This design comes from an exercise in tuning for small area on the open sky130 flow, not from production work. No functional check of the RTL was part of this run. No activity file was given, so power comes from the tool's default toggle rates.

### flow/flow/prio.abc
strash
dch -f
map -D 4500
topo
buffer -p
upsize -D 4500
dnsize -D 4500
### flow/flow/scan.abc
strash
&get -n
&st
&syn2
&dch
&nf -a -R 1000 -F 8 -A 8 -C 32
&st
&dch -f
&nf -a -R 1000 -F 8 -A 8 -C 32
&put
topo
### flow/constraint.sdc
create_clock -name core_clock -period 7.0 [get_ports {clk}]
set_input_delay 1.4000 -clock core_clock [delete_from_list [all_inputs] [get_ports {clk}]]
set_output_delay 1.4000 -clock core_clock [all_outputs]
set_load 0.01 [all_outputs]
### flow/config.mk
export PLATFORM = sky130hd
export DESIGN_NAME = color_mapper
export DESIGN_NICKNAME = color_mapper
export VERILOG_FILES = /design/flow/design.v
export SDC_FILE = /design/flow/constraint.sdc
export NUM_CORES = 4
export LEC_CHECK = 0
export CAP_MARGIN = 10
export CORE_MARGIN = 2
export CORE_UTILIZATION = 40
export CTS_BUF_LIST = sky130_fd_sc_hd__clkbuf_4
export GPL_TIMING_DRIVEN = 0
export PLACE_DENSITY = 0.75
export SLEW_MARGIN = 10
### flow/standard.sh
#!/bin/bash
# synth_recipe.tcl (not shown) runs the flow's synth.tcl, then flattens the netlist and writes it again
# the make line also repeats each setting of config.mk as NAME=value (left out here)
make -C /OpenROAD-flow-scripts/flow DESIGN_CONFIG=/design/flow/config.mk WORK_HOME=/design/flow/orfs CLKGATE_MAP_FILE= SYNTH_SCRIPT=/design/flow/synth_recipe.tcl "${@:-finish}"
### flow/flow/run.sh
#!/bin/bash
# Layout flow: the standard ORFS flow with two changes.
#  1. Synthesis keeps the output stage (pixel_priority) and its layer
#     select (layer_select) as modules of their own until mapping, and maps
#     them with flow/prio.abc, a delay-aware ABC script; the rest,
#     flattened, is mapped with flow/scan.abc, an area-oriented one. Both replace ORFS's delay-oriented ABC script.
#     Everything else in synthesis is the standard flow's own script, which flattens
#     the design before writing it.
#  2. Port buffers use the smallest buffer cell (buf_1).
# Each tool's output goes to a log file of its own in this folder.
set -euo pipefail
here=$(pwd)

# synthesis script: the standard flow's, with the abc call run once per group of modules
cat > "$here/flow_synth.tcl" <<EOT
proc abc {args} {
  set i [lsearch \$args -script]
  foreach {scr sel} {$here/flow/prio.abc {pixel_priority layer_select} $here/flow/scan.abc color_mapper} {
    set a [lreplace \$args [expr {\$i+1}] [expr {\$i+1}] \$scr]
    yosys abc {*}\$a {*}\$sel
  }
}
EOT
cat "$here/synth_recipe.tcl" >> "$here/flow_synth.tcl"

# standard.sh with our synthesis script
sed "s#SYNTH_SCRIPT=[^ ]*#SYNTH_SCRIPT=$here/flow_synth.tcl#" "$here/standard.sh" > "$here/flow_standard.sh"
grep -q "SYNTH_SCRIPT=$here/flow_synth.tcl" "$here/flow_standard.sh"

SYNTH_KEEP_MODULES="pixel_priority layer_select" bash "$here/flow_standard.sh" synth > "$here/synth.log" 2>&1

export BUFFER_PORTS_ARGS="-buffer_cell sky130_fd_sc_hd__buf_1"
bash "$here/flow_standard.sh" finish > "$here/layout.log" 2>&1
### flow/design.v
`default_nettype none
package display_geom_pkg;
	typedef logic [10-1:0] coord_t;
	typedef logic [$clog2(12)-1:0] enemy_idx_t;
	typedef logic [1:0] lives_t;
endpackage
`default_nettype wire
`default_nettype none
package pixel_color_pkg;
	typedef logic [3:0] chan_t;
	typedef struct packed {
		chan_t red;
		chan_t green;
		chan_t blue;
	} rgb_t;
	typedef struct packed {
		logic [7:0] red;
		logic [7:0] green;
		logic [7:0] blue;
	} texel_ch_t;
	typedef union packed {
		logic [23:0] word;
		texel_ch_t   ch;
	} texel_t;
endpackage
`default_nettype wire
`timescale 1ns/1ps
`default_nettype none
module enemy_scan
(
	input  display_geom_pkg::coord_t                    draw_x,
	input  display_geom_pkg::coord_t                    draw_y,
	input  logic [12*10-1:0]            enemy_x,
	input  logic [12*10-1:0]            enemy_y,
	input  logic [12-1:0]                     enemy_en,
	input  logic [12-1:0]                     enemy_explode,
	output logic                                        enemy_hit,
	output logic                                        enemy_exploding
);
	function automatic logic le(input logic [10-1:0] a, input logic [10-1:0] b);
		logic c;
		c = 1'b1;
		for (int k = 0; k < 10; k++)
			c = (b[k] & ~a[k]) | (c & (b[k] | ~a[k]));
		le = c;
	endfunction
	logic [10:0]       lo_x;
	logic [10:0]       lo_y;
	logic [12-1:0] in_box;
	assign lo_x = {1'b0, draw_x} - (30 - 1);
	assign lo_y = {1'b0, draw_y} - (30 - 1);
	for (genvar i = 0; i < 12; i++)
	begin : g_box
		assign in_box[i] = enemy_en[i] &&
			le(enemy_x[i*10 +: 10], draw_x) &&
			(lo_x[10] || le(lo_x[10-1:0], enemy_x[i*10 +: 10])) &&
			le(enemy_y[i*10 +: 10], draw_y) &&
			(lo_y[10] || le(lo_y[10-1:0], enemy_y[i*10 +: 10]));
	end
	function automatic logic [1:0] first_hit(input logic [12-1:0] hit, input logic [12-1:0] boom);
		logic [15:0] h;
		logic [15:0] b;
		h = '0;
		b = '0;
		h[12-1:0] = hit;
		b[12-1:0] = boom;
		for (int w = 1; w < 16; w = w * 2)
			for (int k = 0; k < 16; k = k + 2 * w)
			begin
				b[k] = h[k] ? b[k] : b[k + w];
				h[k] = h[k] | h[k + w];
			end
		first_hit = {h[0], b[0]};
	endfunction
	assign enemy_exploding = first_hit(in_box, enemy_explode) == 2'b11;
	assign enemy_hit = |in_box;
endmodule
`default_nettype wire
`timescale 1ns/1ps
`default_nettype none
module player_scan
(
	input  display_geom_pkg::coord_t         draw_x,
	input  display_geom_pkg::coord_t         draw_y,
	input  display_geom_pkg::coord_t         ship_x,
	input  display_geom_pkg::coord_t         ship_y,
	input  display_geom_pkg::coord_t         ship_size,
	input  logic [4*10-1:0]  laser_x,
	input  logic [4*10-1:0]  laser_y,
	input  logic [4-1:0]           laser_en,
	output logic                             ship_hit,
	output logic                             laser_hit
);
	function automatic logic le(input logic [10-1:0] a, input logic [10-1:0] b);
		logic c;
		c = 1'b1;
		for (int k = 0; k < 10; k++)
			c = (b[k] & ~a[k]) | (c & (b[k] | ~a[k]));
		le = c;
	endfunction
	function automatic logic [10-1:0] wrap_sub(input logic [10-1:0] a, input logic [10-1:0] b);
		logic [10-1:0] d;
		logic                bw;
		logic                gen;
		logic                prop;
		bw = 1'b0;
		for (int k = 0; k < 10 / 2; k++)
		begin
			d[k] = a[k] ^ b[k] ^ bw;
			bw   = (b[k] & ~a[k]) | (bw & (b[k] | ~a[k]));
		end
		gen  = 1'b0;
		prop = 1'b1;
		for (int k = 0; k < 10 / 2; k++)
		begin
			gen  = (b[k] & ~a[k]) | ((b[k] | ~a[k]) & gen);
		end
		bw = gen;
		for (int k = 10 / 2; k < 10; k++)
		begin
			d[k] = a[k] ^ b[k] ^ bw;
			bw   = (b[k] & ~a[k]) | (bw & (b[k] | ~a[k]));
		end
		wrap_sub = d;
	endfunction
	display_geom_pkg::coord_t dist_x;
	display_geom_pkg::coord_t dist_y;
	logic [4-1:0]   laser_box;
	logic [10:0]        lo_x;
	logic [10:0]        lo_y;
	assign dist_x = wrap_sub(draw_x, ship_x);
	assign dist_y = wrap_sub(draw_y, ship_y);
	assign ship_hit = le(dist_x, ship_size) && le(dist_y, ship_size);
	assign lo_x = {1'b0, draw_x} - (4 - 1);
	assign lo_y = {1'b0, draw_y} - (16 - 1);
	for (genvar i = 0; i < 4; i++)
	begin : g_laser
		assign laser_box[i] = laser_en[i] &&
			le(laser_x[i*10 +: 10], draw_x) &&
			(lo_x[10] || le(lo_x[10-1:0], laser_x[i*10 +: 10])) &&
			le(laser_y[i*10 +: 10], draw_y) &&
			(lo_y[10] || le(lo_y[10-1:0], laser_y[i*10 +: 10]));
	end
	assign laser_hit = |laser_box;
endmodule
`default_nettype wire
`timescale 1ns/1ps
`default_nettype none
module lives_hud
(
	input  display_geom_pkg::coord_t draw_x,
	input  display_geom_pkg::coord_t draw_y,
	input  display_geom_pkg::coord_t lives_x,
	input  display_geom_pkg::coord_t lives_y,
	input  display_geom_pkg::lives_t num_lives,
	output logic   lives_hit,
	output pixel_color_pkg::rgb_t   lives_rgb
);
	localparam logic [16*8-1:0] HEART = 128'h0000_0000_0000_183c_7eff_ffff_6600_0000;
	function automatic logic [10:0] sub(input logic [10-1:0] a, input logic [10-1:0] b);
		logic [10-1:0] d;
		logic                bw;
		bw = 1'b0;
		for (int k = 0; k < 10; k++)
		begin
			d[k] = a[k] ^ b[k] ^ bw;
			bw   = (b[k] & ~a[k]) | (bw & (b[k] | ~a[k]));
		end
		sub = {bw, d};
	endfunction
	logic [10:0]   off_x;
	logic [10:0]   off_y;
	logic [3:0]          glyph_row;
	logic [8-1:0] glyph_bits;
	logic                lit;
	assign off_x = sub(draw_x, lives_x);
	assign off_y = sub(draw_y, lives_y);
	assign lives_hit = !off_x[10] && (off_x[10-1:5] == '0) && (off_x[4:3] < num_lives) &&
		!off_y[10] && (off_y[10-1:4] == '0);
	assign glyph_row = off_y[3:0];
	always_comb
	begin
		glyph_bits = HEART[glyph_row*8 +: 8];
	end
	assign lit = glyph_bits[draw_x[2:0]];
	assign lives_rgb = lit ? pixel_color_pkg::rgb_t'(12'hf00) : pixel_color_pkg::rgb_t'('0);
endmodule
`default_nettype wire
`timescale 1ns/1ps
`default_nettype none
module pixel_priority
(
	input  logic   clk,
	input  logic   rst_n,
	input  logic   lose_game,
	input  logic   win_game,
	input  logic   ship_hit,
	input  logic   laser_hit,
	input  logic   enemy_hit,
	input  logic   enemy_exploding,
	input  logic   lives_hit,
	input  pixel_color_pkg::rgb_t   lives_rgb,
	input  pixel_color_pkg::rgb_t   bg_rgb,
	input  pixel_color_pkg::rgb_t   laser_rgb,
	input  pixel_color_pkg::texel_t ship_texel,
	input  pixel_color_pkg::texel_t enemy_texel,
	input  pixel_color_pkg::texel_t explosion_texel,
	output pixel_color_pkg::chan_t  red,
	output pixel_color_pkg::chan_t  green,
	output pixel_color_pkg::chan_t  blue
);
	pixel_color_pkg::rgb_t pix_next;
	pixel_color_pkg::rgb_t pix_q;
	logic key_ship, key_expl, key_enemy;
	logic sel_ship, sel_laser, sel_expl, sel_enemy, sel_bg, sel_red;
	assign key_ship  = ship_texel.word == 24'hffc0cb;
	assign key_expl  = explosion_texel.word == 24'hffc0cb;
	assign key_enemy = enemy_texel.word == 24'hffc0cb;
	layer_select u_layer_select (
		.rst_n           (rst_n),
		.game_over       (lose_game || win_game),
		.ship_hit        (ship_hit),
		.laser_hit       (laser_hit),
		.enemy_hit       (enemy_hit),
		.enemy_exploding (enemy_exploding),
		.lives_hit       (lives_hit),
		.lives_lit       (lives_rgb.red[0]),
		.key_ship        (key_ship),
		.key_expl        (key_expl),
		.key_enemy       (key_enemy),
		.sel_ship        (sel_ship),
		.sel_laser       (sel_laser),
		.sel_expl        (sel_expl),
		.sel_enemy       (sel_enemy),
		.sel_bg          (sel_bg),
		.sel_red         (sel_red)
	);
	assign pix_next =
		({12{sel_ship}}  & {ship_texel.ch.red[7:4], ship_texel.ch.green[7:4], ship_texel.ch.blue[7:4]}) |
		({12{sel_expl}}  & {explosion_texel.ch.red[7:4], explosion_texel.ch.green[7:4], explosion_texel.ch.blue[7:4]}) |
		({12{sel_enemy}} & {enemy_texel.ch.red[7:4], enemy_texel.ch.green[7:4], enemy_texel.ch.blue[7:4]}) |
		({12{sel_laser}} & laser_rgb) |
		({12{sel_bg}}    & bg_rgb) |
		{{4{sel_red}}, 8'h00};
	always_ff @(posedge clk)
	begin
		pix_q <= pix_next;
	end
	assign red   = pix_q.red;
	assign green = pix_q.green;
	assign blue  = pix_q.blue;
endmodule
module layer_select
(
	input  logic rst_n,
	input  logic game_over,
	input  logic ship_hit,
	input  logic laser_hit,
	input  logic enemy_hit,
	input  logic enemy_exploding,
	input  logic lives_hit,
	input  logic lives_lit,
	input  logic key_ship,
	input  logic key_expl,
	input  logic key_enemy,
	output logic sel_ship,
	output logic sel_laser,
	output logic sel_expl,
	output logic sel_enemy,
	output logic sel_bg,
	output logic sel_red
);
	logic live;
	logic show_enemy;
	logic show_lives;
	assign live       = rst_n && !game_over;
	assign show_enemy = live && !ship_hit && !laser_hit && enemy_hit;
	assign show_lives = live && !ship_hit && !laser_hit && !enemy_hit && lives_hit;
	assign sel_ship  = live && ship_hit && !key_ship;
	assign sel_laser = live && !ship_hit && laser_hit;
	assign sel_expl  = show_enemy && enemy_exploding && !key_expl;
	assign sel_enemy = show_enemy && !enemy_exploding && !key_enemy;
	assign sel_red   = show_lives && lives_lit;
	assign sel_bg    = rst_n && !(sel_ship || sel_laser || sel_expl || sel_enemy || show_lives);
endmodule
`default_nettype wire
`timescale 1ns/1ps
`default_nettype none
module color_mapper
(
	input  logic                             clk,
	input  logic                             rst_n,
	input  logic [10-1:0]              draw_x,
	input  logic [10-1:0]              draw_y,
	input  logic [10-1:0]              ship_x,
	input  logic [10-1:0]              ship_y,
	input  logic [10-1:0]              ship_size,
	input  logic [4*10-1:0]  laser_x,
	input  logic [4*10-1:0]  laser_y,
	input  logic [4-1:0]           laser_en,
	input  logic [12*10-1:0] enemy_x,
	input  logic [12*10-1:0] enemy_y,
	input  logic [12-1:0]          enemy_en,
	input  logic [12-1:0]          enemy_explode,
	input  logic [10-1:0]              lives_x,
	input  logic [10-1:0]              lives_y,
	input  logic [1:0]                       num_lives,
	input  logic [11:0]                      bg_rgb,
	input  logic [23:0]                      ship_texel,
	input  logic [23:0]                      enemy_texel,
	input  logic [23:0]                      explosion_texel,
	input  logic [11:0]                      laser_rgb,
	input  logic                             lose_game,
	input  logic                             win_game,
	output logic [3:0]                       red,
	output logic [3:0]                       green,
	output logic [3:0]                       blue
);
	logic enemy_hit;
	logic enemy_exploding;
	logic ship_hit;
	logic laser_hit;
	logic lives_hit;
	pixel_color_pkg::rgb_t lives_rgb;
	enemy_scan u_enemy_scan (
		.draw_x          (draw_x),
		.draw_y          (draw_y),
		.enemy_x         (enemy_x),
		.enemy_y         (enemy_y),
		.enemy_en        (enemy_en),
		.enemy_explode   (enemy_explode),
		.enemy_hit       (enemy_hit),
		.enemy_exploding (enemy_exploding)
	);
	player_scan u_player_scan (
		.draw_x    (draw_x),
		.draw_y    (draw_y),
		.ship_x    (ship_x),
		.ship_y    (ship_y),
		.ship_size (ship_size),
		.laser_x   (laser_x),
		.laser_y   (laser_y),
		.laser_en  (laser_en),
		.ship_hit  (ship_hit),
		.laser_hit (laser_hit)
	);
	lives_hud u_lives_hud (
		.draw_x    (draw_x),
		.draw_y    (draw_y),
		.lives_x   (lives_x),
		.lives_y   (lives_y),
		.num_lives (num_lives),
		.lives_hit (lives_hit),
		.lives_rgb (lives_rgb)
	);
	pixel_priority u_pixel_priority (
		.clk             (clk),
		.rst_n           (rst_n),
		.lose_game       (lose_game),
		.win_game        (win_game),
		.ship_hit        (ship_hit),
		.laser_hit       (laser_hit),
		.enemy_hit       (enemy_hit),
		.enemy_exploding (enemy_exploding),
		.lives_hit       (lives_hit),
		.lives_rgb       (lives_rgb),
		.bg_rgb          (bg_rgb),
		.laser_rgb       (laser_rgb),
		.ship_texel      (ship_texel),
		.enemy_texel     (enemy_texel),
		.explosion_texel (explosion_texel),
		.red             (red),
		.green           (green),
		.blue            (blue)
	);
endmodule
`default_nettype wire
==> summary.md <==
| Metric | Value |
|---|---|
| Status | `finished clean` |
| Drt pass-1 iters | `7` |
| Pwr per Cell Area | `96.0 mW/mm^2` |
| Hold Fails Final Rpt | `0` |
| CTS Sinks | `12` |
| Pleak | `3.56 nW` |
| Max VDD drop | `0.0385 mV` |
| Setup TNS | `0 ps` |
| Hold-fix buffers, CTS | `0` |
| GPL Wtd Cong | `1.01` |
| Clock slew at reported path FFs | `70 ps` |
| Max_slew headroom | `15.9%` |
| Non-Filler Instances | `2166` |
| Syn_nets | `1873` |
| Fill count | `2214` |
| Vias in the first global route | `14090` |
| Post-Synthesis Cell Area | `0.00888 mm^2` |
| Yosys warnings | `4` |
| Core region area | `0.0218 mm^2` |
| CTS tree | `done` |
| Syn Inst Count | `1313` |
| Layout cell share with drive strength beyond 1 | `4.44%` |
| Initial core utilization | `40.7%` |
| Worst Slack Setup Final | `235 ps` |
| CP arrival | `6970 ps` |
| Largest net degree at the start of global routing | `38` |
| Initial DRC count | `1882` |
| Slew at the pin with the worst max-slew slack | `1250 ps` |
| CTS Buf Count | `3` |
| HP Class | `input pin to flip-flop` |
| GRT Total Usage | `41.5%` |
| Area growth syn-to-layout | `34.0%` |
| Antenna-violating nets left | `0` |
| Full die area | `0.0234 mm^2` |
| Die width | `153 um` |
| Placed cell count | `2141` |
| Largest register FFs | `12` |
| First-pass GRT wire length | `77900 um` |
| Final setup vio count | `0` |
| Place WS | `-2470 ps` |
| Total number of vias | `15239` |
| Most frequent cells in the layout | `524 x buf_1, 193 x o22ai_1, 155 x a21oi_1` |
| Vert. Die Dim | `153 um` |
| Fin crit share | `96.6%` |
| Antenna violations before repair | `14` |
| Via density | `7.04` |
| # IOs | `532` |
| Row count | `54` |
| Commonest non-fill, non-tap cell in the layout | `buf_1` |
| CTS Buffer Depth | `2` |
| Biggest register | `u_pixel_priority.pix_q` |
| # DRC | `0` |
| Critical path endpoint category | `flip-flop` |
| Final Max Slew Viols | `0` |
| Root Buffer | `clkbuf_4` |
| Biggest regs | `u_pixel_priority.pix_q (12)` |
| CTS H-tree depth | `1` |
| CP required | `7200 ps` |
| Routed len/inst | `24.3 um` |
| Tmin final | `6760 ps` |
| Post-DP Area | `0.0116 mm^2` |
| Number of max-cap violations | `0` |
| Final instance area | `0.0119 mm^2` |
| Crit Path Class | `input pin to flip-flop` |
| Port bufs | `531` |
| Syn avg cell area | `6.76 um^2` |
| Startpoint type of the worst setup path | `input pin` |
| Grt ovf | `0` |
| HPWL after DPL | `42400 um` |
| Nets | `2433` |
| FMAX | `0.148 GHz` |
| Crit path max fanout | `34` |
| Worst hold slack | `1350 ps` |
| Final WL | `52500 um` |
==> final timing paths <==
kind / from / end / slack (ps) / depth (start not counted)
setup / recovery: draw_y[5] / u_pixel_priority.pix_q[10]$_DFF_P_ / 240 / 20
hold / removal: bg_rgb[7] / u_pixel_priority.pix_q[7]$_DFF_P_ / 1350 / 3
==> metrics by stage <==
| stage | power [W] | util, % |
|---|---|---|
| after floorplan | 0.000636 | - |
| after global placement | 0.000995 | 51.4 |
| after detailed placement | 0.00104 | 53.0 |
| after CTS | 0.00109 | 53.5 |
| after global routing | 0.00124 | 54.5 |
| final | 0.00114 | 54.5 |
==> power breakdown <==
part	switching, W	total [W]	internal [W]
sequential	0.00000398	0.0000815	0.0000775
combinational	0.000614	0.00102	0.000405
clock	0.0000210	0.0000408	0.0000199
total	0.000639	0.00114	0.000503
==> layer usage <==
metal	wire, um	vias to the layer above	global-route usage, %
met3	5330	229	7.49
met1	18000	7170	46.3
met5	0	-	0
met2	25400	1105	74.5
met4	3740	0	23.2
li1	-	6735	-
==> area by class of cell <==
cell class | count | area [um^2] | area share (%)
antenna | 15 | 37.5 | 0.316
buffer | 5 | 21.3 | 0.179
clock buffer | 3 | 22.5 | 0.189
inverter | 88 | 412 | 3.46
multi-input combinational | 1208 | 8530 | 71.7
sequential | 12 | 240 | 2.02
tap | 280 | 350 | 2.95
timing repair buffer | 553 | 2270 | 19.1
timing repair inverter | 2 | 10.0 | 0.0841
==> what timing repair did <==
action,CTS,global route
endpoints found under the setup margin,12,12
gates resized for setup,38,32
cloned,1,1
buffers inserted,0,5
pin swaps,0,2
==> worst max-delay path, stage by stage <==
cell and delay [ps]:
buf_1 460, clkinv_2 610, and3_1 410, xnor2_2 280, buf_6 250, a222oi_1 90, o21ai_0 290, o21ai_0 180
a2111oi_2 530, mux2i_1 250, a211oi_1 100, a211oi_1 320, nor3_1 110, a2111oi_0 360, a21oi_1 220, nor3b_4 260
nor3_1 310, buf_2 300, a22oi_1 120, nand3_1 110

static timing again, ports no longer ideal:
The results above use ideal ports. As a check the final layout listed here was re-extracted and re-timed, cells and wires unchanged. Step 1 sets driving cells, clkbuf_16 on the clock port and buf_2 on the other inputs (assumed; they add their load-dependent delay and slew). Step 2 also shifts input and output timing later by t, the mid clock arrival at the registers, as if the neighbouring blocks saw the same clock. a / b / c = ideal / step 1 / step 2; a / b = the first two.
shift t [ns]: 0.281
setup WS [ns]: 0.235 / 0.194 / -0.088
worst setup path at the end: input to register
worst slew at a driven data input, ns: 0.17
Met with ideal ports but missed after step 2: setup timing in this run. The setup slack of this run moves by -0.041 ns with the drivers and by -0.323 ns with both steps.
